What follows belongs to an exercise in optimizing a design on an open flow for small area and few clock cycles per item; a production flow would make more cautious choices. RTL that was checked went through simulation tests only; none was proved equivalent to the original. For runs 3 and 5, only the layout was checked, not whether the RTL still works.

[flow/run.sh]
#!/bin/bash
# The standard layout (the standard.sh, standard synthesis unchanged) with
# two make variables changed and one netlist step added:
#  - port buffers use buf_1 instead of the cell buffer_ports picks by itself
#  - the clock tree is built without dummy loads, in clusters of up to 20 sinks
#  - after synthesis, flow/polarity.py flips some full-adder cells (a full adder
#    is self-dual) so that fewer inverters are needed; registers, ports and
#    all other cells stay as synthesis made them
set -euo pipefail
ARGS=(
  BUFFER_PORTS_ARGS="-buffer_cell sky130_fd_sc_hd__buf_1"
  CTS_ARGS="-sink_clustering_enable -repair_clock_nets -sink_clustering_size 20 -sink_clustering_max_diameter 55 -buf_list sky130_fd_sc_hd__clkbuf_8 -dont_use_dummy_load"
)
RES="$PWD/orfs/results/${FLOW_PLATFORM}/delta_top/base"
bash standard.sh "${ARGS[@]}" "$RES/1_2_yosys.v" > synth.log 2>&1
cp "$RES/1_2_yosys.v" "$RES/1_2_yosys.std.v"
python3 flow/polarity.py "$RES/1_2_yosys.std.v" "$RES/1_2_yosys.v" > polarity.log 2>&1
bash standard.sh "${ARGS[@]}" finish > standard.log 2>&1
[flow/polarity.py]
#!/usr/bin/env python3
"""Re-polarise full-adder cells in a Yosys gate netlist to save inverters.

A full adder is self-dual: FA(~a, ~b, ~c) = (~sum, ~cout). So any fa cell may
be "flipped": it is fed the complements of its inputs and then puts out the
complements of its outputs. This script chooses, greedily, which fa cells to
flip so that fewer inverters are needed, removes every inverter of the netlist
and puts back one inverter per signal and polarity that some pin still needs.
Registers, ports and all other cells are left as they are.

usage: polarity.py IN.v OUT.v
"""
import re
import sys

OUT_PINS = {"X", "Y", "Q", "Q_N", "SUM", "COUT", "HI", "LO"}
CELL_RE = re.compile(r"^(\s*)(sky130_fd_sc_hd__\w+)\s+(\S+)\s*\((.*?)\);\s*$", re.S | re.M)
PIN_RE = re.compile(r"\.(\w+)\(\s*((?:\\\S+\s)|[^)\s]+)\s*\)")


def main(src, dst):
    text = open(src).read()
    cells = []
    for m in CELL_RE.finditer(text):
        pins = [(p, n.strip()) for p, n in PIN_RE.findall(m.group(4))]
        cells.append({"type": m.group(2), "name": m.group(3), "pins": pins, "span": m.span()})
    is_inv = lambda c: re.match(r"sky130_fd_sc_hd__inv_\d+$", c["type"]) is not None
    is_fa = lambda c: c["type"] == "sky130_fd_sc_hd__fa_1"

    mod = re.search(r"module\s+(\w+)\s*\((.*?)\);", text, re.S)
    ports = set()
    for m in re.finditer(r"^\s*(input|output|inout)\s+(\[(\d+):(\d+)\]\s*)?(\S+);", text, re.M):
        if m.group(2):
            hi, lo = int(m.group(3)), int(m.group(4))
            for i in range(min(hi, lo), max(hi, lo) + 1):
                ports.add(f"{m.group(5)}[{i}]")
        else:
            ports.add(m.group(5))

    driver = {}
    for ci, c in enumerate(cells):
        for p, n in c["pins"]:
            if p in OUT_PINS:
                driver[n] = (ci, p)

    # root signal and parity of each net
    memo = {}

    def root(n):
        if n in memo:
            return memo[n]
        d = driver.get(n)
        if d is not None and is_inv(cells[d[0]]):
            a = dict(cells[d[0]]["pins"])["A"]
            r, par = root(a)
            res = (r, par ^ 1)
        else:
            res = (n, 0)
        memo[n] = res
        return res

    # loads: (cell index, pin) -> (root, parity wanted relative to root)
    loads = []  # list of [ci, pin, root, parity]
    for ci, c in enumerate(cells):
        if is_inv(c):
            continue
        for p, n in c["pins"]:
            if p in OUT_PINS:
                continue
            if n.startswith("1'") or n in ("1'h0", "1'h1"):
                continue
            r, par = root(n)
            loads.append([ci, p, r, par])
    out_fixed = set()
    for n in ports:
        d = driver.get(n)
        if d is not None:
            out_fixed.add(n)
            r, par = root(n)
            loads.append([-1, n, r, par])

    fa_idx = [ci for ci, c in enumerate(cells) if is_fa(c)]
    flip = {ci: 0 for ci in fa_idx}
    # root signals produced by a fa output
    prod_by = {}
    for ci in fa_idx:
        for p, n in cells[ci]["pins"]:
            if p in OUT_PINS:
                prod_by[n] = ci
    # a fa output that is itself a port keeps its polarity
    for n in ports:
        if n in prod_by:
            flip.pop(prod_by[n], None)
    sig_loads = {}
    for li, (ci, p, r, par) in enumerate(loads):
        sig_loads.setdefault(r, []).append(li)

    def produced(r):
        ci = prod_by.get(r)
        return flip.get(ci, 0) if ci is not None else 0

    def wanted(li):
        ci, p, r, par = loads[li]
        return par ^ (flip.get(ci, 0) if ci in flip else 0)

    def sig_cost(r):
        pr = produced(r)
        return 1 if any(wanted(li) != pr for li in sig_loads.get(r, [])) else 0

    def cell_sigs(ci):
        s = set()
        for p, n in cells[ci]["pins"]:
            if p in OUT_PINS:
                s.add(n)
            else:
                s.add(root(n)[0])
        return s

    before = sum(sig_cost(r) for r in sig_loads)
    changed = True
    rounds = 0
    while changed and rounds < 50:
        changed = False
        rounds += 1
        for ci in list(flip):
            sigs = cell_sigs(ci)
            c0 = sum(sig_cost(r) for r in sigs)
            flip[ci] ^= 1
            c1 = sum(sig_cost(r) for r in sigs)
            if c1 < c0:
                changed = True
            else:
                flip[ci] ^= 1
    after = sum(sig_cost(r) for r in sig_loads)
    n_inv = sum(1 for c in cells if is_inv(c))
    n_flip = sum(flip.values())
    sys.stderr.write(f"polarity: {n_inv} inverters before, {after} after ({before} if no fa flipped); {n_flip} of {len(fa_idx)} fa cells flipped\n")

    # rebuild
    new_wires = []
    netname = {}  # (root, pol) -> net
    extra_cells = []
    k = [0]

    def fresh(base):
        k[0] += 1
        nm = f"_pol{k[0]}_"
        new_wires.append(nm)
        return nm

    for r in sig_loads:
        pr = produced(r)
        need = {wanted(li) for li in sig_loads[r]}
        if pr == 0:
            netname[(r, 0)] = r
            if 1 in need:
                nn = fresh(r)
                netname[(r, 1)] = nn
                extra_cells.append(("sky130_fd_sc_hd__inv_1", r, nn))
        else:
            nn = fresh(r)
            netname[(r, 1)] = nn
            if 0 in need:
                netname[(r, 0)] = r
                extra_cells.append(("sky130_fd_sc_hd__inv_1", nn, r))
    # fa outputs of flipped cells drive the complement net
    for n, ci in prod_by.items():
        if flip.get(ci, 0) and (n, 1) not in netname:
            netname[(n, 1)] = fresh(n)

    newpins = {ci: dict(c["pins"]) for ci, c in enumerate(cells)}
    for li, (ci, p, r, par) in enumerate(loads):
        if ci < 0:
            continue
        newpins[ci][p] = netname[(r, wanted(li))]
    for n, ci in prod_by.items():
        if flip.get(ci, 0):
            for p, nn in cells[ci]["pins"]:
                if nn == n:
                    newpins[ci][p] = netname[(n, 1)]
    # port nets that were driven by an inverter: now driven by a new inverter (made above)
    out = []
    pos = 0
    for ci, c in enumerate(cells):
        a, b = c["span"]
        out.append(text[pos:a])
        pos = b
        if is_inv(c):
            continue
        body = ",\n".join(f"    .{p}({n}{' ' if n.startswith(chr(92)) else ''})" for p, n in newpins[ci].items())
        out.append(f"  {c['type']} {c['name']} (\n{body}\n  );")
    tail = text[pos:]
    extra = []
    for i, (t, a, y) in enumerate(extra_cells):
        sa = a + (" " if a.startswith("\\") else "")
        sy = y + (" " if y.startswith("\\") else "")
        extra.append(f"  {t} _polinv{i}_ (\n    .A({sa}),\n    .Y({sy})\n  );")
    tail = tail.replace("endmodule", "\n".join(extra) + "\nendmodule", 1)
    res = "".join(out) + tail
    decl = "".join(f"  wire {w};\n" for w in new_wires)
    res = re.sub(r"(module\s+\w+\s*\(.*?\);\n)", lambda m: m.group(1) + decl, res, count=1, flags=re.S)
    open(dst, "w").write(res)


if __name__ == "__main__":
    main(sys.argv[1], sys.argv[2])
[standard.sh]
#!/bin/bash
# synth_recipe.tcl (not shown) runs the flow's synth.tcl, then flattens the netlist and writes it again
# the make line also repeats each setting of config.mk as NAME=value (left out here)
make -C /OpenROAD-flow-scripts/flow DESIGN_CONFIG=/design/flow/config.mk WORK_HOME=/design/flow/orfs CLKGATE_MAP_FILE= SYNTH_SCRIPT=/design/flow/synth_recipe.tcl "${@:-finish}"
[design.v]
`timescale 1ns/1ps
package delta_pkg;
    localparam int NUM_COEFFS  = 13;      
    localparam int WINDOW_LEN  = 5;       
    localparam int HIST_FRAMES = 4;       
    localparam int RING_LEN    = HIST_FRAMES * NUM_COEFFS;
    localparam int TENTH_RECIP = 6554;    
    localparam int TENTH_SHIFT = 16;
    localparam int COEFF_W = 16;
    typedef logic signed [15:0] coeff_t;    
    typedef logic signed [18:0] num_t;      
    typedef logic signed [34:0] prod_t;     
    typedef logic signed [17:0] delta_t;    
endpackage
`timescale 1ns/1ps
module delta_datapath (
    input  logic signed [18:0] num,
    output logic signed [15:0] delta    
);
    logic signed [20:0] num3;
    logic signed [31:0] prod;
    assign num3  = 21'(num) + (21'(num) <<< 1);
    assign prod  = (32'(num3) <<< 2) + (32'(num3) <<< 6) + (32'(num3) <<< 10) + 32'(num);
    assign delta = prod[15 +: 16];
endmodule
module delta_num (
    input  logic [15:0] c0,
    input  logic [15:0] c1,
    input  logic [15:0] c3n,
    input  logic [15:0] c4n,
    output logic [18:0] num
);
    localparam int LO = 8;    
    logic [18:0] x, y, z, w, s1, k1, s2, k2;
    logic [LO:0] cy;
    assign x = {2'b0, c0, 1'b1};        
    assign y = {3'b0, c1};
    assign z = {3'b0, c3n};
    assign w = {2'b0, c4n, 1'b1};       
    assign s1 = x ^ y ^ z;
    assign k1 = {((x & y) | (x & z) | (y & z)), 1'b0};
    assign s2 = s1 ^ k1 ^ w;
    assign k2 = {((s1 & k1) | (s1 & w) | (k1 & w)), 1'b0};
    assign cy[0] = 1'b1;
    for (genvar i = 0; i < LO; i++) begin : g_lo
        assign num[i]  = s2[i] ^ k2[i] ^ cy[i];
        assign cy[i+1] = (s2[i] & k2[i]) | (s2[i] & cy[i]) | (k2[i] & cy[i]);
    end
    assign num[18:LO] = s2[18:LO] + k2[18:LO] + (19'd327680 >> LO) + (19-LO)'(cy[LO]);
endmodule
`timescale 1ns/1ps
module delta_top (
    input  logic   clk,
    input  logic   rst,
    input  logic   in_valid,
    input  delta_pkg::coeff_t in_coeff,
    output logic   in_ready,
    output logic   out_valid,
    output delta_pkg::delta_t out_delta,
    input  logic   out_ready
);
    localparam int NC = delta_pkg::NUM_COEFFS;
    localparam int RL = delta_pkg::RING_LEN;
    localparam int CW = delta_pkg::COEFF_W;
    logic [RL*CW-1:0] ring;          
    logic [5:0]       phase;         
    logic [3:0]       coeff_idx;     
    logic [1:0]       frame_cnt;     
    logic             stall;
    logic             take;
    logic signed [15:0] c_f1, c_f3, c_f4;
    logic signed [18:0] num_d;
    logic signed [18:0] num_q;
    logic               num_valid;
    logic signed [15:0] delta_d;
    logic signed [15:0] delta_q;
    assign stall    = out_valid && !out_ready;
    assign in_ready = (phase == 6'd0) && !stall;
    assign take     = in_valid && in_ready;
    assign c_f1  = ring[12*CW +: CW];
    assign c_f3  = ring[38*CW +: CW];
    assign c_f4  = ring[51*CW +: CW];
    delta_num delta_num_inst (
        .c0  ({~in_coeff[15], in_coeff[14:0]}),
        .c1  ({~c_f1[15], c_f1[14:0]}),
        .c3n ({c_f3[15], ~c_f3[14:0]}),
        .c4n ({c_f4[15], ~c_f4[14:0]}),
        .num (num_d)
    );
    delta_datapath delta_datapath_inst (
        .num   (num_q),
        .delta (delta_d)
    );
    always_ff @(posedge clk) begin
        ring[CW +: (RL-1)*CW] <= ring[0 +: (RL-1)*CW];
        ring[0 +: CW]         <= take ? in_coeff : ring[(RL-1)*CW +: CW];
        if (take && frame_cnt == 2'd0) begin
            ring[1*NC*CW +: CW] <= in_coeff;
            ring[2*NC*CW +: CW] <= in_coeff;
        end
    end
    always_ff @(posedge clk) begin
        if (rst) begin
            phase     <= '0;
            coeff_idx <= '0;
            frame_cnt <= '0;
            num_valid <= 1'b0;
            out_valid <= 1'b0;
        end else begin
            if (!take) begin
                phase <= (phase == 6'(RL-1)) ? 6'd0 : phase + 6'd1;
            end
            if (take) begin
                if (coeff_idx == 4'(NC-1)) begin
                    coeff_idx <= '0;
                    if (frame_cnt != 2'd2) frame_cnt <= frame_cnt + 2'd1;
                end else begin
                    coeff_idx <= coeff_idx + 4'd1;
                end
            end
            if (!stall) begin
                num_valid <= take && (frame_cnt == 2'd2);
                out_valid <= num_valid;
            end
        end
    end
    always_ff @(posedge clk) begin
        if (take)   num_q   <= num_d;
        if (!stall) delta_q <= delta_d;
    end
    assign out_delta = {{2{delta_q[15]}}, delta_q};
endmodule
[config.mk]
export PLATFORM = sky130hd
export DESIGN_NAME = delta_top
export DESIGN_NICKNAME = delta_top
export VERILOG_FILES = /design/flow/design.v
export SDC_FILE = /design/flow/constraint.sdc
export NUM_CORES = 4
export LEC_CHECK = 0
export CAP_MARGIN = 20
export CORE_MARGIN = 2
export CORE_UTILIZATION = 65
export CTS_BUF_LIST = sky130_fd_sc_hd__clkbuf_8
export CTS_CLUSTER_DIAMETER = 50
export CTS_CLUSTER_SIZE = 16
export PLACE_DENSITY = 0.75
export SLEW_MARGIN = 20
[constraint.sdc]
create_clock -name core_clock -period 7.0 [get_ports {clk}]
set_input_delay 1.4000 -clock core_clock [delete_from_list [all_inputs] [get_ports {clk}]]
set_output_delay 1.4000 -clock core_clock [all_outputs]
set_load 0.01 [all_outputs]
==> flow_summary.yaml, run 1 <==
placement:
  dpl_cell_area_um2: 23560
  dp_cells: 1967
  place_ws_ps: -400.1
  hpwl_um: 20840
  globalplace.congestion: 0.8024
  numPortBuffers: 39
critical_path:
  path_class: "primary input to flop"
  max_stage_delay_ps: 610
  start_kind: "primary input"
  cp_top_family: "adder cells"
  slowest_stage: "fa_1"
  crit_chain: "buf_1, inv_1, fa_1, fa_1, fa_1, inv_1, fa_1, fa_1, fa_1, fa_1, fa_1, fa_1, ha_1, fa_1, inv_1, nor2b_1, o21ai_0, a21boi_0, o21ai_0, nand2b_1, a21o_1, a21oi_1, xnor2_1"
  worst-path-max-fanout: 2
  cp_data_required_time_ps: 7380
  cpMostUsedCell: "fa_1"
  reg2regPathDepth: 21
  worstSetupEndpointType: "flop"
  arrival_ps: 7120
  path_buf_inv: 4
  cp.depth: 23
drt:
  via_per_inst: 4.794
  drt_wl_total_um: 30860
  ant_nets: 0
  drt_iter0_drc: 365
  wire_per_inst_um: 15.28
  vias: 9684
  first_pass_iters: 6
  post-route-drc-count: 0
floorplanning:
  dieHeight_um: 191.5
  core_um2: 34540
  design.portCount: 40
  start_util: 0.6616
  die_w_um: 191.5
  core.rowCount: 68
  dieArea_um2: 36680
sta:
  clock-skew-final_ps: 68.08
  tns_ps: 0
  finalHoldViolations: 0
  fin_crit_ps: 6734
  slew-limit-headroom: 0.3796
  holdWs_ps: 288.4
  final_max_slew_viol_count: 0
  max_freq_ghz: 0.1485
  max_slew.worst_pin.slew_ps: 930.6
  setup_viol: 0
  setup_ws_ps: 266.2
  fin_crit_sh: 0.9620
  rsz0062_at_grt: "false"
clocking:
  clock-root-buffer: "clkbuf_8"
  post_cts_buffers: 0
  cts_resized: 0
  cts.sink_count: 881
  cts_max_level: 2
  cts_tree: "yes"
  clkLatencyLatePin_ps: 630
  ctsHoldBuffers: 0
  clk_pin_slew_ps: 100
  numCtsBuffers: 53
  clock_path_buffers: 3
synthesis:
  syn_avg_cell_area_um2: 15.43
  synth.cell_area_um2: 22850
  syn-instance-count: 1481
  yosys_warnings: 1
  syn_nets: 1658
min_path:
  hold_path.class: "flop to flop"
  min_path_cells: 0
global_route:
  grt_max_degree: 51
  antenna_found_initial: 0
  grt-ovfl-total: 0
  grt_pass1_wl_um: 50110
  grt_use_total: 0.1772
  grt_pass1_vias: 9996
cells_and_area:
  antennaDiodeCount: 0
  syn2layout_area_growth_pct: 6.290
  utilization: 0.7032
  drive_above_1_share: 0.04026
  fin_nets: 1744
  final_cells: 2020
  final_cell_area_um2: 24290
outcome:
  status: "finished clean"
flow_run:
  maxCapViolations: 0
-- area by class of cell --
cell class | instances | area (µm²)
clock buffer | 53 | 729.5
inverter | 73 | 274.0
tap | 455 | 569.3
timing repair buffer | 47 | 206.4
fill | 2255 | 10250
multi-input combinational | 511 | 4526
sequential | 881 | 17990
-- metal layers --
layer | GRT usage | part of all wire
met1 | 0.2467 | 0.49
met2 | 0.2845 | 0.45
met3 | 0.03323 | 0.037
met4 | 0.05562 | 0.025
met5 | 0 | 0
-- sequential cells by signal, summed over array words and instances (netlist names) --
signal     flops
frame_cnt      2
ring         832
coeff_idx      4
num_q         19
out_valid      1
num_valid      1
delta_q       16
phase          6
-- path summary, 6_finish.rpt --
check / from / slack [ps] / to
worst max-delay path: in_coeff[0] / 270 / num_q[17]
worst min-delay path: ring[674] / 290 / ring[690]
worst min register to register: ring[674] / 290 / ring[690]
worst max register to register: num_q[0] / 670 / delta_q[14]
-- worst reg2reg max path, delay by kind of cell, from the launching register on --
family	cells	cell delay, ps
AO/OA/AOI/OAI	12	2680
adder cells (fa/ha/maj)	5	2050
XOR/XNOR	2	580
flip-flops	1	500
AND/OR/NAND/NOR	2	270
-- cell usage in the layout, fill, tap and decap left out, types with 5 or more instances in the layout --
cell,n
buf_4,8
a21boi_0,5
a21oi_1,32
nand3_1,13
dfxtp_1,846
a21o_1,14
nand2_1,91
buf_1,39
nand4_1,6
nor3_1,5
edfxtp_1,35
xor2_1,20
nand2b_1,6
ha_1,81
nor2_1,39
clkbuf_8,53
xnor2_1,26
o21ai_0,51
inv_1,72
fa_1,76
Testbench counts, summed over its fixed seeds: cycles 5,008, deltas 4,784.
==> inputs of run 2 (changes only) <==
--- a/flow/run.sh
+++ b/flow/run.sh
@@ -5,5 +5,6 @@
 #  - the clock tree is built without dummy loads, in clusters of up to 20 sinks
 #  - after synthesis, flow/polarity.py flips some full-adder cells (a full adder
-#    is self-dual) so that fewer inverters are needed; registers, ports and
+#    is self-dual) and rebuilds some half adders so that fewer inverters are
+#    needed; registers, ports and
 #    all other cells stay as synthesis made them
 set -euo pipefail
==> flow/polarity.py (replaced) <==
#!/usr/bin/env python3
"""Re-polarise the adder cells of a Yosys gate netlist to save inverters.

A full adder is self-dual: FA(~a, ~b, ~c) = (~sum, ~cout). So any fa cell may
be "flipped": fed the complements of its inputs, it puts out the complements
of its outputs. A half adder may likewise be fed complemented inputs, or give
a complemented carry, if it is rebuilt from a 2-input xor/xnor and a 2-input
nand/nor (the same area as the ha cell). This script chooses greedily how to
set each adder so that fewer inverters are needed, removes every inverter of
the netlist and puts back one inverter per signal and polarity that some pin
still needs. Registers, ports and all other cells are left as they are.

usage: polarity.py IN.v OUT.v
"""
import random
import re
import sys

OUT_PINS = {"X", "Y", "Q", "Q_N", "SUM", "COUT", "HI", "LO"}
CELL_RE = re.compile(r"^(\s*)(sky130_fd_sc_hd__\w+)\s+(\S+)\s*\((.*?)\);\s*$", re.S | re.M)
PIN_RE = re.compile(r"\.(\w+)\(\s*((?:\\\S+\s)|[^)\s]+)\s*\)")
INV_AREA = 3.7536
RESTARTS = 200
# half adder settings (in_flip, sum_neg, cout_neg) -> (extra area, sum cell, cout cell)
HA_CFG = {
    (0, 0, 0): (0.0, None, None),
    (0, 0, 1): (0.0, "xor2", "nand2"),
    (0, 1, 1): (0.0, "xnor2", "nand2"),
    (1, 0, 0): (0.0, "xor2", "nor2"),
    (1, 1, 0): (0.0, "xnor2", "nor2"),
    (0, 1, 0): (2.5024, "xnor2", "and2"),
    (1, 0, 1): (2.5024, "xor2", "or2"),
    (1, 1, 1): (2.5024, "xnor2", "or2"),
}
OUTPIN = {"xor2": "X", "xnor2": "Y", "nand2": "Y", "nor2": "Y", "and2": "X", "or2": "X"}


def esc(n):
    return n + " " if n.startswith("\\") else n


def main(src, dst):
    text = open(src).read()
    cells = []
    for m in CELL_RE.finditer(text):
        pins = [(p, n.strip()) for p, n in PIN_RE.findall(m.group(4))]
        cells.append({"type": m.group(2), "name": m.group(3), "pins": pins, "span": m.span()})
    is_inv = lambda c: re.match(r"sky130_fd_sc_hd__inv_\d+$", c["type"]) is not None
    kind = {}
    for ci, c in enumerate(cells):
        if c["type"] == "sky130_fd_sc_hd__fa_1":
            kind[ci] = "fa"
        elif c["type"] == "sky130_fd_sc_hd__ha_1":
            kind[ci] = "ha"

    ports = set()
    for m in re.finditer(r"^\s*(input|output|inout)\s+(\[(\d+):(\d+)\]\s*)?(\S+);", text, re.M):
        if m.group(2):
            hi, lo = int(m.group(3)), int(m.group(4))
            for i in range(min(hi, lo), max(hi, lo) + 1):
                ports.add(f"{m.group(5)}[{i}]")
        else:
            ports.add(m.group(5))

    driver = {}
    for ci, c in enumerate(cells):
        for p, n in c["pins"]:
            if p in OUT_PINS:
                driver[n] = (ci, p)

    memo = {}

    def root(n):
        if n in memo:
            return memo[n]
        d = driver.get(n)
        if d is not None and is_inv(cells[d[0]]):
            r, par = root(dict(cells[d[0]]["pins"])["A"])
            res = (r, par ^ 1)
        else:
            res = (n, 0)
        memo[n] = res
        return res

    loads = []  # [cell index or -1 for a port, pin, root, parity]
    for ci, c in enumerate(cells):
        if is_inv(c):
            continue
        for p, n in c["pins"]:
            if p in OUT_PINS or n.startswith("1'"):
                continue
            r, par = root(n)
            loads.append([ci, p, r, par])
    for n in ports:
        if n in driver:
            r, par = root(n)
            loads.append([-1, n, r, par])

    # adjustable cells: state = fa: (flip,), ha: (in_flip, sum_neg, cout_neg)
    state = {ci: ((0,) if k == "fa" else (0, 0, 0)) for ci, k in kind.items()}
    out_of = {}  # root net driven by an adder -> (cell, pin)
    for ci in kind:
        for p, n in cells[ci]["pins"]:
            if p in OUT_PINS:
                out_of[n] = (ci, p)
    for n in ports:  # an adder output that is a port keeps its polarity
        if n in out_of:
            state.pop(out_of[n][0], None)
    sig_loads = {}
    for li, l in enumerate(loads):
        sig_loads.setdefault(l[2], []).append(li)

    def in_flip(ci):
        s = state.get(ci)
        return s[0] if s else 0

    def produced(r):
        o = out_of.get(r)
        if o is None or o[0] not in state:
            return 0
        s = state[o[0]]
        if kind[o[0]] == "fa":
            return s[0]
        return s[1] if o[1] == "SUM" else s[2]

    def wanted(li):
        ci, p, r, par = loads[li]
        return par ^ in_flip(ci)

    def sig_cost(r):
        pr = produced(r)
        return INV_AREA if any(wanted(li) != pr for li in sig_loads.get(r, [])) else 0.0

    def cell_cost(ci):
        s = state.get(ci)
        return HA_CFG[s][0] if s and kind[ci] == "ha" else 0.0

    def near(ci):
        s = set()
        for p, n in cells[ci]["pins"]:
            s.add(n if p in OUT_PINS else root(n)[0])
        return s

    def local(ci, sigs):
        return cell_cost(ci) + sum(sig_cost(r) for r in sigs)

    total = lambda: sum(sig_cost(r) for r in sig_loads) + sum(cell_cost(ci) for ci in state)
    order = list(state)
    nearby = {ci: near(ci) for ci in order}

    def descend():
        while True:
            changed = False
            for ci in order:
                sigs = nearby[ci]
                best, bestc = state[ci], local(ci, sigs)
                for o in ([(0,), (1,)] if kind[ci] == "fa" else list(HA_CFG)):
                    state[ci] = o
                    c = local(ci, sigs)
                    if c < bestc - 1e-9:
                        best, bestc, changed = o, c, True
                state[ci] = best
            if not changed:
                return total()

    rng = random.Random(1)
    best_cost = descend()
    best_state = dict(state)
    for _ in range(RESTARTS):
        state.update(best_state)
        for ci in rng.sample(order, max(1, len(order) // 10)):
            state[ci] = ((rng.randint(0, 1),) if kind[ci] == "fa" else rng.choice(list(HA_CFG)))
        c = descend()
        if c < best_cost - 1e-9:
            best_cost, best_state = c, dict(state)
    state.update(best_state)
    n_inv = sum(1 for c in cells if is_inv(c))
    new_inv = sum(1 for r in sig_loads if sig_cost(r) > 0)
    n_fa = sum(1 for ci, s in state.items() if kind[ci] == "fa" and s[0])
    n_ha = sum(1 for ci, s in state.items() if kind[ci] == "ha" and s != (0, 0, 0))
    sys.stderr.write(f"polarity: {n_inv} inverters before, {new_inv} after; "
                     f"{n_fa} fa cells flipped, {n_ha} ha cells rebuilt; "
                     f"area change {new_inv * INV_AREA + sum(cell_cost(ci) for ci in state) - n_inv * INV_AREA:.1f} um2\n")

    # rebuild
    new_wires = []
    netname = {}
    extra = []
    cnt = [0]

    def fresh():
        cnt[0] += 1
        nm = f"_pol{cnt[0]}_"
        new_wires.append(nm)
        return nm

    for r in sig_loads:
        pr = produced(r)
        need = {wanted(li) for li in sig_loads[r]}
        if pr == 0:
            netname[(r, 0)] = r
            if 1 in need:
                netname[(r, 1)] = fresh()
                extra.append(("sky130_fd_sc_hd__inv_1", f"_polinv{len(extra)}_", [("A", r), ("Y", netname[(r, 1)])]))
        else:
            netname[(r, 1)] = fresh()
            if 0 in need:
                netname[(r, 0)] = r
                extra.append(("sky130_fd_sc_hd__inv_1", f"_polinv{len(extra)}_", [("A", netname[(r, 1)]), ("Y", r)]))
    for n, (ci, p) in out_of.items():
        if produced(n) == 1 and (n, 1) not in netname:
            netname[(n, 1)] = fresh()

    newpins = {ci: dict(c["pins"]) for ci, c in enumerate(cells)}
    for li, (ci, p, r, par) in enumerate(loads):
        if ci >= 0:
            newpins[ci][p] = netname[(r, wanted(li))]
    for n, (ci, p) in out_of.items():
        if produced(n) == 1:
            newpins[ci][p] = netname[(n, 1)]

    out = []
    pos = 0
    for ci, c in enumerate(cells):
        a, b = c["span"]
        out.append(text[pos:a])
        pos = b
        if is_inv(c):
            continue
        pins = newpins[ci]
        s = state.get(ci)
        if kind.get(ci) == "ha" and s is not None and s != (0, 0, 0):
            _, scell, ccell = HA_CFG[s]
            body = []
            if "SUM" in pins:
                body.append((f"sky130_fd_sc_hd__{scell}_1", c["name"] + "_s",
                             [("A", pins["A"]), ("B", pins["B"]), (OUTPIN[scell], pins["SUM"])]))
            if "COUT" in pins:
                body.append((f"sky130_fd_sc_hd__{ccell}_1", c["name"] + "_c",
                             [("A", pins["A"]), ("B", pins["B"]), (OUTPIN[ccell], pins["COUT"])]))
            out.append("\n".join(
                f"  {t} {esc(nm)}(\n" + ",\n".join(f"    .{p}({esc(n)})" for p, n in pl) + "\n  );"
                for t, nm, pl in body))
            continue
        body = ",\n".join(f"    .{p}({esc(n)})" for p, n in pins.items())
        out.append(f"  {c['type']} {c['name']} (\n{body}\n  );")
    tail = text[pos:]
    ex = "\n".join(f"  {t} {nm} (\n" + ",\n".join(f"    .{p}({esc(n)})" for p, n in pl) + "\n  );"
                   for t, nm, pl in extra)
    tail = tail.replace("endmodule", ex + "\nendmodule", 1)
    res = "".join(out) + tail
    decl = "".join(f"  wire {w};\n" for w in new_wires)
    res = re.sub(r"(module\s+\w+\s*\(.*?\);\n)", lambda m: m.group(1) + decl, res, count=1, flags=re.S)
    open(dst, "w").write(res)


if __name__ == "__main__":
    main(sys.argv[1], sys.argv[2])
==> run 2 against run 1 <==
Against the previous run:
- synthesized cell count shrank 0.20%
- worst hold slack lost 21 ps
- critical path type unchanged
- critical path depth is the same
- wire length shrank 1.4%
- cell area is essentially flat
- global-route usage shrank 0.17 points
- register-to-register slack gained 50 ps
- die area shrank 0.12%
- via count grew 0.51%
==> flow_summary.yaml, run 2 <==
cells_and_area:
  antennaDiodeCount: 0
  mostFrequentLayoutCell: "dfxtp_1"
  fin_nets: 1738
  largest_register_ffs: 832
  most-common-layout-cells: "846 x dfxtp_1, 92 x nand2_1, 76 x fa_1"
  utilization: 0.7031
  syn2layout_area_growth_pct: 6.402
  regMostFlops: "ring"
  drive_above_1_share: 0.04281
  final_cell_area_um2: 24290
  final_cells: 2020
  reg.largest.list: "ring (832), num_q (19), delta_q (16)"
placement:
  hpwl_um: 20530
  place_ws_ps: -499.0
  numPortBuffers: 39
  dpl_cell_area_um2: 23560
  globalplace.congestion: 0.7984
  dp_cells: 1967
critical_path:
  arrival_ps: 7160
  cp_data_required_time_ps: 7410
  reg2regPathDepth: 21
  worstReg2RegEnd: "delta_q[14]"
  r2r_start: "num_q[0]"
  start_kind: "primary input"
  reg2reg_setup_slack_ps: 720
  worst-path-max-fanout: 2
  worstSetupEndpointType: "flop"
  path_class: "primary input to flop"
clocking:
  clock_path_buffers: 3
  cts_resized: 0
  clk_pin_slew_ps: 100
  cts_max_level: 2
  clkLatencyLatePin_ps: 660
  numCtsBuffers: 53
  ctsHoldBuffers: 0
  cts.sink_count: 881
  cts_tree: "yes"
  post_cts_buffers: 0
  clock-root-buffer: "clkbuf_8"
sta:
  final_max_slew_viol_count: 0
  finalHoldViolations: 0
  rsz0062_at_grt: "false"
  fin_crit_ps: 6748
  fin_crit_sh: 0.9641
  setup_ws_ps: 251.6
  setup_viol: 0
  slew-limit-headroom: 0.4372
  max_slew.worst_pin.slew_ps: 844.1
  tns_ps: 0
  clock-skew-final_ps: 103.2
  holdWs_ps: 267.3
  max_freq_ghz: 0.1482
global_route:
  antenna_found_initial: 0
  grt_pass1_vias: 9756
  grt_pass1_wl_um: 49330
  grt_max_degree: 51
  grt_use_total: 0.1755
  grt-ovfl-total: 0
drt:
  first_pass_iters: 4
  post-route-drc-count: 0
  drt_iter0_drc: 438
  ant_nets: 0
  drt_wl_total_um: 30440
  vias: 9733
  wire_per_inst_um: 15.07
  via_per_inst: 4.818
synthesis:
  syn-instance-count: 1478
  synth.cell_area_um2: 22830
  syn_nets: 1649
  yosys_warnings: 1
  syn_avg_cell_area_um2: 15.44
floorplanning:
  dieArea_um2: 36630
  core.rowCount: 68
  start_util: 0.6608
  core_um2: 34540
  design.portCount: 40
  dieHeight_um: 191.4
  die_w_um: 191.4
min_path:
  min_path_cells: 0
  min-delay-start: "ring[657]"
  hold_end: "ring[673]"
  hold_path.class: "flop to flop"
outcome:
  status: "finished clean"
flow_run:
  maxCapViolations: 0
[run 2: routing by layer]
layer / vias up / GRT usage / share of wire
li1: 4868 / - / -
met1: 4686 / 0.2522 / 0.50
met2: 132 / 0.2703 / 0.44
met3: 47 / 0.03727 / 0.038
met4: 0 / 0.05385 / 0.023
met5: - / 0 / 0
[run 2: layout make-up]
cell class,count,area (µm²)
clock buffer,53,729.5
inverter,64,240.2
multi-input combinational,517,4531
tap,455,569.3
fill,2327,10260
sequential,881,17990
timing repair buffer,50,230.2
[run 2: how the worst max path moves through the flow]
stage                            from        end  slack [ps]
after floorplan           in_coeff[0]  num_q[17]          80
after global placement    in_coeff[1]  num_q[17]        -350
after detailed placement  in_coeff[1]  num_q[17]        -500
after CTS                 in_coeff[1]  num_q[17]         240
after global routing      in_coeff[0]  num_q[17]          20
final                     in_coeff[0]  num_q[17]         250
[run 2: worst max-delay path, cell delays in order]
cell	delay (ps)
buf_1	130
inv_1	90
fa_1	510
fa_1	600
fa_1	180
inv_1	40
fa_1	370
fa_1	400
fa_1	400
fa_1	390
fa_1	410
fa_1	440
ha_1	220
fa_1	360
inv_1	80
nor2b_1	40
o21ai_0	190
a21boi_0	140
o21ai_0	180
nand2b_1	110
a21o_1	190
a21oi_1	190
xnor2_1	80
==> inputs of run 3 (changes only) <==
--- a/design.v
+++ b/design.v
@@ -18,9 +18,8 @@
     output logic signed [15:0] delta    
 );
-    logic signed [20:0] num3;
     logic signed [31:0] prod;
-    assign num3  = 21'(num) + (21'(num) <<< 1);
-    assign prod  = (32'(num3) <<< 2) + (32'(num3) <<< 6) + (32'(num3) <<< 10) + 32'(num);
-    assign delta = prod[15 +: 16];
+    assign prod  = (32'(num) <<< 11) + (32'(num) <<< 10) + (32'(num) <<< 7) + (32'(num) <<< 6)
+                 + (32'(num) <<< 3) + (32'(num) <<< 2) + 32'(num);
+    assign delta = {num[18], prod[15 +: 15]};
 endmodule
 module delta_num (
@@ -72,7 +71,5 @@
     logic signed [18:0] num_d;
     logic signed [18:0] num_q;
-    logic               num_valid;
     logic signed [15:0] delta_d;
-    logic signed [15:0] delta_q;
     assign stall    = out_valid && !out_ready;
     assign in_ready = (phase == 6'd0) && !stall;
@@ -105,5 +102,4 @@
             coeff_idx <= '0;
             frame_cnt <= '0;
-            num_valid <= 1'b0;
             out_valid <= 1'b0;
         end else begin
@@ -119,14 +115,14 @@
                 end
             end
-            if (!stall) begin
-                num_valid <= take && (frame_cnt == 2'd2);
-                out_valid <= num_valid;
+            if (take) begin
+                out_valid <= (frame_cnt == 2'd2);
+            end else if (out_ready) begin
+                out_valid <= 1'b0;
             end
         end
     end
     always_ff @(posedge clk) begin
-        if (take)   num_q   <= num_d;
-        if (!stall) delta_q <= delta_d;
+        if (take) num_q <= num_d;
     end
-    assign out_delta = {{2{delta_q[15]}}, delta_q};
+    assign out_delta = {{2{delta_d[15]}}, delta_d};
 endmodule
==> run 3 against run 2 <==
Against the previous run:
- still clean
- core utilization up 0.57 points
- maximum frequency decreased by 1.7%
- sequential share of layout area is 2.1 points lower
- worst hold slack improved by 7.6 ps
- register-to-register slack better by 280 ps
- highest routed layer unchanged
==> flow_summary.yaml, run 3 <==
outcome:
  status: "finished clean"
sta:
  max_freq_ghz: 0.1456
  rsz0062_at_grt: "true"
  fin_crit_sh: 0.9810
  holdWs_ps: 274.9
  final_max_slew_viol_count: 0
  setup_viol: 0
  tns_ps: 0
  fin_crit_ps: 6867
  max_slew.worst_pin.slew_ps: 633.2
  slew-limit-headroom: 0.5764
  clock-skew-final_ps: 52.61
  finalHoldViolations: 0
placement:
  hpwl_um: 19770
  numPortBuffers: 39
  globalplace.congestion: 0.8344
floorplanning:
  core_um2: 34290
  design.portCount: 40
  die_w_um: 189.7
  dieHeight_um: 189.7
  core.rowCount: 68
  start_util: 0.6540
  dieArea_um2: 36000
cells_and_area:
  mostFrequentLayoutCell: "dfxtp_1"
  regMostFlops: "ring"
  syn2layout_area_growth_pct: 8.381
  utilization: 0.7088
  antennaDiodeCount: 0
  drive_above_1_share: 0.08383
  reg.largest.list: "ring (832), num_q (19), phase (6)"
  fin_nets: 1724
  largest_register_ffs: 832
  most-common-layout-cells: "845 x dfxtp_1, 105 x fa_1, 87 x nand2_1"
drt:
  drt_wl_total_um: 30570
  ant_nets: 0
  first_pass_iters: 4
  routed-wl-met2_um: 13740
  drt_iter0_drc: 365
  vias: 9299
  post-route-drc-count: 0
  topRoutingLayerUsed: "met4"
  via_per_inst: 4.720
  wl_met1_um: 14790
  wire_per_inst_um: 15.52
  route.met3.wl_um: 1312
synthesis:
  syn_avg_cell_area_um2: 16.15
  yosys_warnings: 1
  synth.cell_area_um2: 22420
  syn-instance-count: 1388
  syn_nets: 1595
critical_path:
  cp_top_family: "adder cells"
  slowest_stage: "fa_1"
  worstSetupEndpointType: "primary output"
  path_class: "flop to primary output"
  cpMostUsedCell: "fa_1"
  cp_data_required_time_ps: 5600
  r2r_start: "ring[193]"
  path_buf_inv: 2
  critPathLaunch: "num_q[10]"
  arrival_ps: 5470
  worstReg2RegEnd: "num_q[17]"
  reg2regPathDepth: 22
  reg2reg_setup_slack_ps: 1000
  worst-path-max-fanout: 6
  start_kind: "flop"
  max_stage_delay_ps: 620
  crit_chain: "buf_4, fa_1, fa_1, fa_1, fa_1, ha_4, nand2_1, o21ai_0, o2bb2ai_2, or3_4, o31a_1, a21o_1, a21oi_2, xnor2_1, buf_2"
global_route:
  grt_pass1_vias: 9664
  antenna_found_initial: 0
  grt-ovfl-total: 0
  grt_use_total: 0.1789
  grt_max_degree: 50
  grt_pass1_wl_um: 49550
flow_run:
  maxCapViolations: 0
min_path:
  min_path_cells: 0
  hold_path.class: "flop to flop"
  hold_end: "ring[525]"
  min-delay-start: "ring[509]"
clocking:
  clkLatencyLatePin_ps: 650
  cts_max_level: 2
  cts.sink_count: 864
  clock_path_buffers: 3
  numCtsBuffers: 51
  ctsHoldBuffers: 0
  cts_tree: "yes"
  clock-root-buffer: "clkbuf_8"
  clk_pin_slew_ps: 110
==> run 3: layout make-up <==
cell class,instances,area [µm²]
sequential,864,17490
tap,455,569.3
clock buffer,51,701.9
fill,2192,9986
inverter,58,217.7
multi-input combinational,454,4797
timing repair buffer,88,529.3
==> run 3: layer usage <==
metal,track usage,vias to the layer above
li1,-,4602
met1,0.2563,4518
met2,0.2785,121
met3,0.03468,58
met4,0.05963,0
met5,0,-
==> run 3: how the worst max path moves through the flow <==
stage               endpoint  slack, ps  cells after the start
2_1_floorplan      num_q[17]        180                     22
3_3_place_gp       num_q[17]       -220                     23
3_5_place_dp       num_q[17]       -320                     23
4_1_cts        out_delta[12]          3                     14
5_1_grt        out_delta[12]        -60                     15
6_report       out_delta[12]        130                     15
==> run 3: worst reg2reg max path, delay by kind of cell (launching register included) <==
family          cells  cell delay [ps]
flops               1              300
xor+xnor            1               90
simple gates        2              130
buf+inv             3              260
compound gates      5              710
fa+ha+maj          11             4300
==> run 3: stage by stage <==
stage	cell area (µm²)	cells	setup slack [ps]
global placement	23160	1880	-221.8
global route	24300	1970	-60.47
CTS	24090	1957	2.879
detailed placement	23160	1880	-318.9
floorplan	22420	1388	179.3
finish	24300	1970	132.9
==> run 3: timing repair <==
action | 4_1_cts | 5_1_grt
setup buffers | 26 | 13
endpoints found under the setup margin | 4 | 6
resized for setup | 6 | 21
pin swaps | 2 | 29
gates cloned | 0 | 0
==> inputs of run 4 (changes only) <==
--- a/design.v
+++ b/design.v
@@ -21,5 +21,5 @@
     assign prod  = (32'(num) <<< 11) + (32'(num) <<< 10) + (32'(num) <<< 7) + (32'(num) <<< 6)
                  + (32'(num) <<< 3) + (32'(num) <<< 2) + 32'(num);
-    assign delta = {num[18], prod[15 +: 15]};
+    assign delta = prod[15 +: 16];
 endmodule
 module delta_num (
==> run 4 against run 3 <==
Against the previous run:
- cell area decreased by 1.1%
- critical endpoint is now num_q[17]
- final cell count decreased by 0.91%
- largest cell class unchanged
- wire length decreased by 5.8%
- core utilization decreased by 0.92 points
- global-route usage decreased by 1.1 points
- clock skew increased by 3.9 ps
- critical path depth increased by 5
- non-clock buffer count decreased by 38
==> flow_summary.yaml, run 4 <==
drt:
  wire_per_inst_um: 14.75
  via_per_inst: 4.714
  ant_nets: 0
  vias: 9201
  drt_wl_total_um: 28790
  first_pass_iters: 5
  drt_iter0_drc: 403
  post-route-drc-count: 0
global_route:
  grt_max_degree: 48
  grt-ovfl-total: 0
  grt_pass1_wl_um: 47490
  grt_pass1_vias: 9386
  grt_use_total: 0.1682
  antenna_found_initial: 1
synthesis:
  yosys_warnings: 1
  syn_avg_cell_area_um2: 16.06
  syn_nets: 1621
  synth.cell_area_um2: 22620
  syn-instance-count: 1409
sta:
  fin_crit_sh: 0.9502
  finalHoldViolations: 0
  max_freq_ghz: 0.1503
  fin_crit_ps: 6652
  final_max_slew_viol_count: 0
  holdWs_ps: 264.9
  slew-limit-headroom: 0.3089
  tns_ps: 0
  max_slew.worst_pin.slew_ps: 1034
  rsz0062_at_grt: "false"
  setup_ws_ps: 348.4
  setup_viol: 0
  clock-skew-final_ps: 56.49
critical_path:
  arrival_ps: 7020
  cpMostUsedCell: "fa_1"
  cp.depth: 20
  cp_top_family: "adder cells"
  worst-path-max-fanout: 2
  max_stage_delay_ps: 590
  reg2regPathDepth: 19
  path_buf_inv: 3
  start_kind: "primary input"
  slowest_stage: "fa_1"
  worstSetupEndpointType: "flop"
  crit_chain: "buf_1, inv_1, fa_1, fa_1, fa_1, inv_1, fa_1, fa_1, fa_1, fa_1, fa_1, fa_1, ha_1, fa_1, a21oi_1, o21bai_1, a21o_1, a21oi_1, o21ai_0, xor2_1"
  cp_data_required_time_ps: 7370
  path_class: "primary input to flop"
placement:
  dp_cells: 1899
  numPortBuffers: 39
  dpl_cell_area_um2: 23340
  globalplace.congestion: 0.7837
  place_ws_ps: -356.7
  hpwl_um: 19580
flow_run:
  maxCapViolations: 0
floorplanning:
  core.rowCount: 68
  dieArea_um2: 36310
  dieHeight_um: 190.6
  die_w_um: 190.6
  core_um2: 34370
  start_util: 0.6581
  design.portCount: 40
clocking:
  clock-root-buffer: "clkbuf_8"
  clkLatencyLatePin_ps: 610
  clk_pin_slew_ps: 110
  cts_max_level: 2
  cts_tree: "yes"
  clock_path_buffers: 3
  cts_resized: 0
  numCtsBuffers: 50
  cts.sink_count: 864
cells_and_area:
  utilization: 0.6996
  final_cells: 1952
  reg.largest.list: "ring (832), num_q (19), phase (6)"
  largest_register_ffs: 832
  mostFrequentLayoutCell: "dfxtp_1"
  fin_nets: 1710
  regMostFlops: "ring"
  final_cell_area_um2: 24050
  most-common-layout-cells: "845 x dfxtp_1, 113 x fa_1, 88 x nand2_1"
  drive_above_1_share: 0.05147
  syn2layout_area_growth_pct: 6.300
min_path:
  hold_path.class: "flop to flop"
  min_path_cells: 0
outcome:
  status: "finished clean"
==> run 4: worst register-to-register path: cells and delay by family (launching register included) <==
family,cells,cell delay [ps]
fa+ha+maj,11,4510
compound gates,5,720
flops,1,320
xor+xnor,1,150
buf+inv,2,100
==> run 4: timing repair <==
item / in CTS / in global routing
setup endpoints to repair: 0 / 3
hold buffers: 0 / 0
buffers inserted: 0 / 2
==> run 4: cell type report <==
type                    instances  area, µm²
repair buffers                 50      229.0
flip-flops and latches        864      17490
clock buffers                  50      688.2
diodes                          1      2.502
multi-input cells             476       4861
fillers                      2280      10330
well taps                     455      569.3
inverters                      56      210.2
==> run 4: worst paths after layout <==
check	startpoint	to	slack (ps)
worst max-delay path	in_coeff[0]	num_q[17]	350
worst min-delay path	ring[777]	ring[793]	260
worst max register to register	ring[193]	num_q[17]	980
worst min register to register	ring[777]	ring[793]	260
==> run 4: layer usage <==
layer  wire length (µm)  GRT usage
met5                  0          0
met4                623    0.05307
met3                929    0.02963
met2              12350     0.2494
met1              14880     0.2552
Testbench counts of run 4, summed over its fixed seeds: cycles 5,000, deltas 4,784.
==> inputs of run 5 (changes only) <==
--- a/design.v
+++ b/design.v
@@ -33,8 +33,8 @@
     logic [18:0] x, y, z, w, s1, k1, s2, k2;
     logic [LO:0] cy;
-    assign x = {2'b0, c0, 1'b1};        
+    assign x = {2'b0, c4n, 1'b1};       
     assign y = {3'b0, c1};
     assign z = {3'b0, c3n};
-    assign w = {2'b0, c4n, 1'b1};       
+    assign w = {2'b0, c0, 1'b1};        
     assign s1 = x ^ y ^ z;
     assign k1 = {((x & y) | (x & z) | (y & z)), 1'b0};
==> run 5 against run 4 <==
Against the previous run:
- still clean on timing, DRC and antenna
- register-to-register slack got worse by 360 ps
- setup slack got worse by 140 ps
- core utilization up 0.71 points
- clock-buffer cell count rose by 2
- clock skew increased by 12 ps
- sequential share of layout area is 0.55 points lower
- via count rose by 0.54%
- cell area increased by 0.76%
- final cell count increased by 0.41%
- area after synthesis shrank 0.91%
==> flow_summary.yaml, run 5 <==
critical_path:
  arrival_ps: 5390
  start_kind: "flop"
  worst-path-max-fanout: 5
  worstSetupEndpointType: "primary output"
  path_class: "flop to primary output"
  cp_data_required_time_ps: 5600
min_path:
  hold_path.class: "flop to flop"
clocking:
  clock-root-buffer: "clkbuf_8"
  cts.sink_count: 864
  cts_max_level: 2
  cts_tree: "yes"
  clkLatencyLatePin_ps: 640
  clk_pin_slew_ps: 100
  clock_path_buffers: 3
  numCtsBuffers: 52
placement:
  hpwl_um: 19820
  globalplace.congestion: 0.8100
  numPortBuffers: 39
  dpl_cell_area_um2: 23110
  place_ws_ps: 8.298
drt:
  first_pass_iters: 4
  ant_nets: 0
  wire_per_inst_um: 15.49
  drt_iter0_drc: 328
  drt_wl_total_um: 30350
  via_per_inst: 4.720
  vias: 9251
  post-route-drc-count: 0
sta:
  fin_crit_ps: 6787
  clock-skew-final_ps: 68.15
  slew-limit-headroom: 0.4512
  setup_ws_ps: 212.6
  max_slew.worst_pin.slew_ps: 820.3
  final_max_slew_viol_count: 0
  finalHoldViolations: 0
  tns_ps: 0
  max_freq_ghz: 0.1473
  setup_viol: 0
  fin_crit_sh: 0.9696
cells_and_area:
  reg.largest.list: "ring (832), num_q (19), phase (6)"
  mostFrequentLayoutCell: "dfxtp_1"
  antennaDiodeCount: 0
  drive_above_1_share: 0.07774
  regMostFlops: "ring"
  most-common-layout-cells: "845 x dfxtp_1, 112 x fa_1, 106 x nand2_1"
  final_cell_area_um2: 24230
  utilization: 0.7066
  syn2layout_area_growth_pct: 8.088
  largest_register_ffs: 832
  fin_nets: 1719
floorplanning:
  core.rowCount: 68
  design.portCount: 40
  core_um2: 34290
  start_util: 0.6538
  die_w_um: 189.7
  dieArea_um2: 35990
  dieHeight_um: 189.7
global_route:
  met2_usage: 0.2778
  grt_pass1_wl_um: 49230
  grt_max_degree: 54
  top_usage_layer: "met2"
  antenna_found_initial: 0
  grt_use_total: 0.1778
  grt_pass1_vias: 9642
  met1_usage: 0.2512
  grt-ovfl-total: 0
  grtUsageMet3: 0.03302
synthesis:
  syn-instance-count: 1379
  syn_avg_cell_area_um2: 16.26
  yosys_warnings: 1
  syn_nets: 1591
  synth.cell_area_um2: 22420
flow_run:
  maxCapViolations: 0
outcome:
  status: "finished clean"
-- run 5: worst paths after layout --
check                           startpoint            end  slack [ps]  depth (start not counted)
worst min-delay path             ring[150]      ring[166]         260                          0
worst max-delay path              num_q[6]  out_delta[16]         210                         14
worst max register to register   ring[610]      num_q[17]         620                         18
worst min register to register   ring[150]      ring[166]         260                          0
-- run 5: repair_timing --
action,4_1_cts,5_1_grt
gates resized for setup,1,12
setup endpoints to repair,3,8
setup buffers,14,28
hold buffers,0,0
pin swaps,0,11
-- run 5: layer usage --
metal	share of wire	wire, µm	up-vias
met1	0.48	14660	4506
met5	0	0	-
met3	0.035	1054	46
met2	0.46	13900	112
met4	0.024	736	0
li1	-	-	4587
-- run 5: layout make-up --
type | count | area, µm²
fill | 2228 | 10060
sequential | 864 | 17490
tap | 455 | 569.3
clock buffer | 52 | 715.7
multi-input combinational | 462 | 4807
timing repair buffer | 85 | 493.0
inverter | 42 | 157.7
-- run 5: critical path, cell delays in order (launching register included) --
cell and delay, ps:
edfxtp_1 480, buf_4 180, fa_1 480, fa_1 520
fa_1 560, fa_1 460, ha_4 280, a21o_1 160
a211oi_1 240, o22a_1 200, o21ai_4 100, o41a_1 460
nor4_2 340, a311oi_2 100, buf_2 180
-- run 5: metrics by stage --
step	hold slack [ps]	cells
floorplan	309.6	1379
finish	259.1	1960
CTS	255.8	1932
global placement	309.5	1866
detailed placement	312.1	1866
global route	256.7	1960
==> inputs of run 6 (changes only) <==
--- a/design.v
+++ b/design.v
@@ -21,5 +21,5 @@
     assign prod  = (32'(num) <<< 11) + (32'(num) <<< 10) + (32'(num) <<< 7) + (32'(num) <<< 6)
                  + (32'(num) <<< 3) + (32'(num) <<< 2) + 32'(num);
-    assign delta = prod[15 +: 16];
+    assign delta = {num[18], prod[15 +: 15]};
 endmodule
 module delta_num (
==> run 6 against run 5 <==
Against the previous run:
- core utilization fell by 0.99 points
- die area rose by 0.56%
- clock skew rose by 8.4 ps
- highest routed layer unchanged
==> flow_summary.yaml, run 6 <==
clocking:
  cts.sink_count: 864
  clk_pin_slew_ps: 110
  clock_path_buffers: 3
  clkLatencyLatePin_ps: 650
  numCtsBuffers: 51
  clock-root-buffer: "clkbuf_8"
  ctsHoldBuffers: 0
  cts_max_level: 2
  cts_tree: "yes"
sta:
  fin_crit_sh: 0.9491
  tns_ps: 0
  max_slew.worst_pin.slew_ps: 783.0
  fin_crit_ps: 6644
  holdWs_ps: 269.8
  clock-skew-final_ps: 76.53
  max_freq_ghz: 0.1505
  finalHoldViolations: 0
  setup_viol: 0
  rsz0062_at_grt: "false"
  final_max_slew_viol_count: 0
  slew-limit-headroom: 0.4762
  setup_ws_ps: 356.0
global_route:
  grt_use_total: 0.1699
  antenna_found_initial: 0
  grt-ovfl-total: 0
  grt_pass1_vias: 9469
  grt_pass1_wl_um: 47300
  grt_max_degree: 57
critical_path:
  max_stage_delay_ps: 600
  arrival_ps: 5240
  cp_data_required_time_ps: 5600
  worst-path-max-fanout: 6
  start_kind: "flop"
  path_class: "flop to primary output"
  slowest_stage: "fa_1"
  crit_chain: "fa_1, fa_1, fa_1, fa_1, ha_1, nand4_1, o21bai_1, a211oi_2, o21bai_1, a31oi_1, a31o_1, buf_1"
  cpMostUsedCell: "fa_1"
  worstSetupEndpointType: "primary output"
cells_and_area:
  reg.largest.list: "ring (832), num_q (19), phase (6)"
  drive_above_1_share: 0.05121
  most-common-layout-cells: "845 x dfxtp_1, 113 x fa_1, 109 x nand2_1"
  largest_register_ffs: 832
  regMostFlops: "ring"
  syn2layout_area_growth_pct: 6.238
  fin_nets: 1693
  final_cells: 1939
  antennaDiodeCount: 0
  fill_cells: 2269
  final_cell_area_um2: 23950
  mostFrequentLayoutCell: "dfxtp_1"
synthesis:
  synth.cell_area_um2: 22540
  syn-instance-count: 1401
  syn_nets: 1608
  syn_avg_cell_area_um2: 16.09
  yosys_warnings: 1
drt:
  vias: 9177
  drt_wl_total_um: 29070
  first_pass_iters: 4
  wire_per_inst_um: 14.99
  post-route-drc-count: 0
  drt_iter0_drc: 313
  ant_nets: 0
  via_per_inst: 4.733
placement:
  place_ws_ps: 234.4
  dpl_cell_area_um2: 23190
  globalplace.congestion: 0.8052
  dp_cells: 1882
  numPortBuffers: 39
  hpwl_um: 19520
floorplanning:
  dieArea_um2: 36190
  start_util: 0.6559
  core_um2: 34370
  die_w_um: 190.2
  core.rowCount: 68
  design.portCount: 40
  dieHeight_um: 190.2
outcome:
  status: "finished clean"
flow_run:
  maxCapViolations: 0
min_path:
  hold_path.class: "flop to flop"
-- run 6: per-layer routing --
metal / track usage / part of all wire
met3: 0.03294 / 0.033
met5: 0 / 0
met2: 0.2565 / 0.43
met4: 0.05903 / 0.021
met1: 0.2495 / 0.51
-- run 6: final cells by class --
| cell class | count | area [µm²] | area share |
|---|---|---|---|
| clock buffer | 51 | 701.9 | 0.02931 |
| tap | 455 | 569.3 | 0.02377 |
| timing repair buffer | 47 | 206.4 | 0.008620 |
| multi-input combinational | 481 | 4832 | 0.2018 |
| inverter | 41 | 153.9 | 0.006426 |
| sequential | 864 | 17490 | 0.7301 |
-- run 6: stage by stage --
stage	utilization
CTS	0.6952
detailed placement	0.6748
global route	0.6968
floorplan	-
finish	0.6968
global placement	0.6748
-- run 6: worst paths after layout --
check                       end  depth (start not counted)  slack [ps]      start
hold / removal        ring[169]                          0         270  ring[153]
hold reg to reg       ring[169]                          0         270  ring[153]
setup reg to reg      num_q[15]                         19         920  ring[609]
setup / recovery  out_delta[11]                         12         360   num_q[3]
-- run 6: timing repair --
item                       CTS  global route
hold endpoints to repair     0             0
setup buffers                0             6
gates resized for setup      0             2
setup endpoints to repair    0             5
-- run 6: critical path, delay by kind of cell, from the launching register on --
| kind | cells | cell delay [ps] |
|---|---|---|
| flip-flops | 1 | 570 |
| AO/OA/AOI/OAI | 5 | 1350 |
| AND/OR/NAND/NOR | 1 | 90 |
| adder cells (fa/ha/maj) | 5 | 2460 |
| buffers and inverters | 1 | 130 |
Testbench counts of run 6, summed over its fixed seeds: cycles 5,000, deltas 4,784.
==> inputs of run 7 (changes only) <==
--- a/design.v
+++ b/design.v
@@ -76,6 +76,6 @@
     assign take     = in_valid && in_ready;
     assign c_f1  = ring[12*CW +: CW];
-    assign c_f3  = ring[38*CW +: CW];
-    assign c_f4  = ring[51*CW +: CW];
+    assign c_f3  = ~ring[38*CW +: CW];
+    assign c_f4  = ~ring[51*CW +: CW];
     delta_num delta_num_inst (
         .c0  ({~in_coeff[15], in_coeff[14:0]}),
@@ -91,8 +91,9 @@
     always_ff @(posedge clk) begin
         ring[CW +: (RL-1)*CW] <= ring[0 +: (RL-1)*CW];
-        ring[0 +: CW]         <= take ? in_coeff : ring[(RL-1)*CW +: CW];
+        ring[1*NC*CW +: CW]   <= ~ring[(NC-1)*CW +: CW];
+        ring[0 +: CW]         <= take ? in_coeff : ~ring[(RL-1)*CW +: CW];
         if (take && frame_cnt == 2'd0) begin
-            ring[1*NC*CW +: CW] <= in_coeff;
-            ring[2*NC*CW +: CW] <= in_coeff;
+            ring[1*NC*CW +: CW] <= ~in_coeff;
+            ring[2*NC*CW +: CW] <= ~in_coeff;
         end
     end
==> run 7 against run 6 <==
Against the previous run:
- setup slack improved by 28 ps
- non-clock buffer count fell by 6
- sequential share of layout area rose by 0.51 points
- global-route usage grew 0.24 points
==> flow_summary.yaml, run 7 <==
outcome:
  status: "finished clean"
placement:
  numPortBuffers: 39
  hpwl_um: 19220
  dpl_cell_area_um2: 23080
  globalplace.congestion: 0.8174
synthesis:
  syn_avg_cell_area_um2: 16.71
  syn_nets: 1549
  syn-instance-count: 1342
  synth.cell_area_um2: 22420
  yosys_warnings: 1
cells_and_area:
  drive_above_1_share: 0.04718
  most-common-layout-cells: "845 x dfxtp_1, 113 x fa_1, 74 x ha_1"
  seqCellArea_um2: 17490
  mostFrequentLayoutCell: "dfxtp_1"
  regMostFlops: "ring"
  largest_register_ffs: 832
  fin_nets: 1629
  multiInputGateArea_um2: 4811
  antennaDiodeCount: 0
  fill_cells: 2255
  final_cell_area_um2: 23780
  syn2layout_area_growth_pct: 6.060
  reg.largest.list: "ring (832), num_q (19), phase (6)"
critical_path:
  arrival_ps: 5220
  cp_data_required_time_ps: 5600
  worst-path-max-fanout: 7
  path_class: "flop to primary output"
  start_kind: "flop"
  worstSetupEndpointType: "primary output"
sta:
  finalHoldViolations: 0
  tns_ps: 0
  max_slew.worst_pin.slew_ps: 1027
  max_freq_ghz: 0.1511
  fin_crit_sh: 0.9451
  setup_viol: 0
  clock-skew-final_ps: 71.51
  final_max_slew_viol_count: 0
  slew-limit-headroom: 0.3146
  rsz0062_at_grt: "false"
  fin_crit_ps: 6616
flow_run:
  maxCapViolations: 0
drt:
  vias: 8927
  first_pass_iters: 4
  drt_wl_total_um: 28880
  via_per_inst: 4.761
  ant_nets: 0
  drt_iter0_drc: 274
  post-route-drc-count: 0
  wire_per_inst_um: 15.40
global_route:
  grt_use_total: 0.1723
  antenna_found_initial: 0
  grt_max_degree: 40
  grt-ovfl-total: 0
  grt_pass1_wl_um: 48130
  grt_pass1_vias: 9490
clocking:
  cts_resized: 0
  cts_max_level: 2
  cts_tree: "yes"
  numCtsBuffers: 51
  cts.sink_count: 864
  clkLatencyLatePin_ps: 650
  clk_pin_slew_ps: 110
  clock-root-buffer: "clkbuf_8"
  post_cts_buffers: 0
  clock_path_buffers: 3
  ctsHoldBuffers: 0
floorplanning:
  die_w_um: 189.7
  start_util: 0.6540
  dieHeight_um: 189.7
  core_um2: 34290
  core.rowCount: 68
  design.portCount: 40
  dieArea_um2: 36000
min_path:
  hold_path.class: "flop to flop"
==> run 7: layer usage <==
metal | up-vias | wire (µm) | global-route usage
met2 | 94 | 12910 | 0.2699
met4 | 0 | 560 | 0.05933
met3 | 42 | 891 | 0.03136
met5 | - | 0 | 0
li1 | 4440 | - | -
met1 | 4351 | 14520 | 0.2460
==> run 7: stage by stage <==
stage                     setup slack (ps)  hold slack, ps    util  std cells
after CTS                            306.3           256.5  0.6936       1875
final                                384.0           253.7  0.6936       1875
after global routing                 107.5           251.0  0.6936       1875
after global placement               216.2           310.3  0.6732       1824
after floorplan                      597.9           309.6       -       1342
after detailed placement             150.6           312.1  0.6732       1824
==> run 7: worst max-delay path, cell delays in order, from the launching register on <==
cell,delay (ps)
edfxtp_1,690
fa_1,530
fa_1,510
fa_1,570
fa_1,440
ha_1,380
a21o_1,200
a21o_1,170
a221oi_1,280
o21ai_1,190
a41oi_1,260
xnor2_1,140
buf_1,180
==> run 7: layout make-up <==
class                   count  area share
clock buffers              51     0.02951
multi-input cells         450      0.2023
well taps                 455     0.02394
repair buffers             41    0.006787
inverters                  14    0.002210
flip-flops and latches    864      0.7353
==> run 7: worst paths after layout <==
check,from,to,slack (ps),cells after the start
setup reg to reg,ring[193],num_q[17],970,18
hold reg to reg,ring[351],ring[367],250,0
hold / removal,ring[351],ring[367],250,0
setup / recovery,num_q[16],out_delta[14],380,12
Testbench counts of run 7, summed over its fixed seeds: cycles 5,000, deltas 4,784.

re-timing with driven ports:
The results above use ideal ports. As a check the final layouts listed here were re-extracted and re-timed, cells and wires unchanged. Step 1, drivers: a clkbuf_16 drives clk and a buf_2 each remaining input, both assumed. Step 2 also shifts input and output timing later by t, the mid clock arrival at the registers, as if the neighbouring blocks saw the same clock. Three values: ideal ports, drivers, drivers and shift; two values: the first two.
| run | t, ns | setup WS [ns] | hold slack, ns | worst data-port slew with drivers (ns) |
|---|---|---|---|---|
| run 1 | 0.643 | 0.266 / 0.283 / -0.360 | 0.288 / 0.288 / 0.288 | 0.08 |
| run 2 | 0.656 | 0.252 / 0.272 / -0.384 | 0.267 / 0.267 / 0.267 | 0.05 |
| run 3 | 0.662 | 0.133 / 0.086 / -0.254 | 0.275 / 0.275 / 0.275 | 0.06 |
| run 4 | 0.643 | 0.348 / 0.350 / -0.274 | 0.265 / 0.265 / 0.265 | 0.08 |
| run 5 | 0.657 | 0.213 / 0.165 / -0.010 | 0.259 / 0.259 / 0.259 | 0.05 |
| run 6 | 0.656 | 0.356 / 0.309 / 0.271 | 0.270 / 0.270 / 0.270 | 0.07 |
| run 7 | 0.662 | 0.384 / 0.337 / 0.247 | 0.254 / 0.254 / 0.254 | 0.05 |
With both steps, setup timing fails in 5 of these runs, where it was met with ideal ports. The setup slack of run 2, which loses most, moves by +0.020 ns with the drivers and by -0.636 ns with both steps.
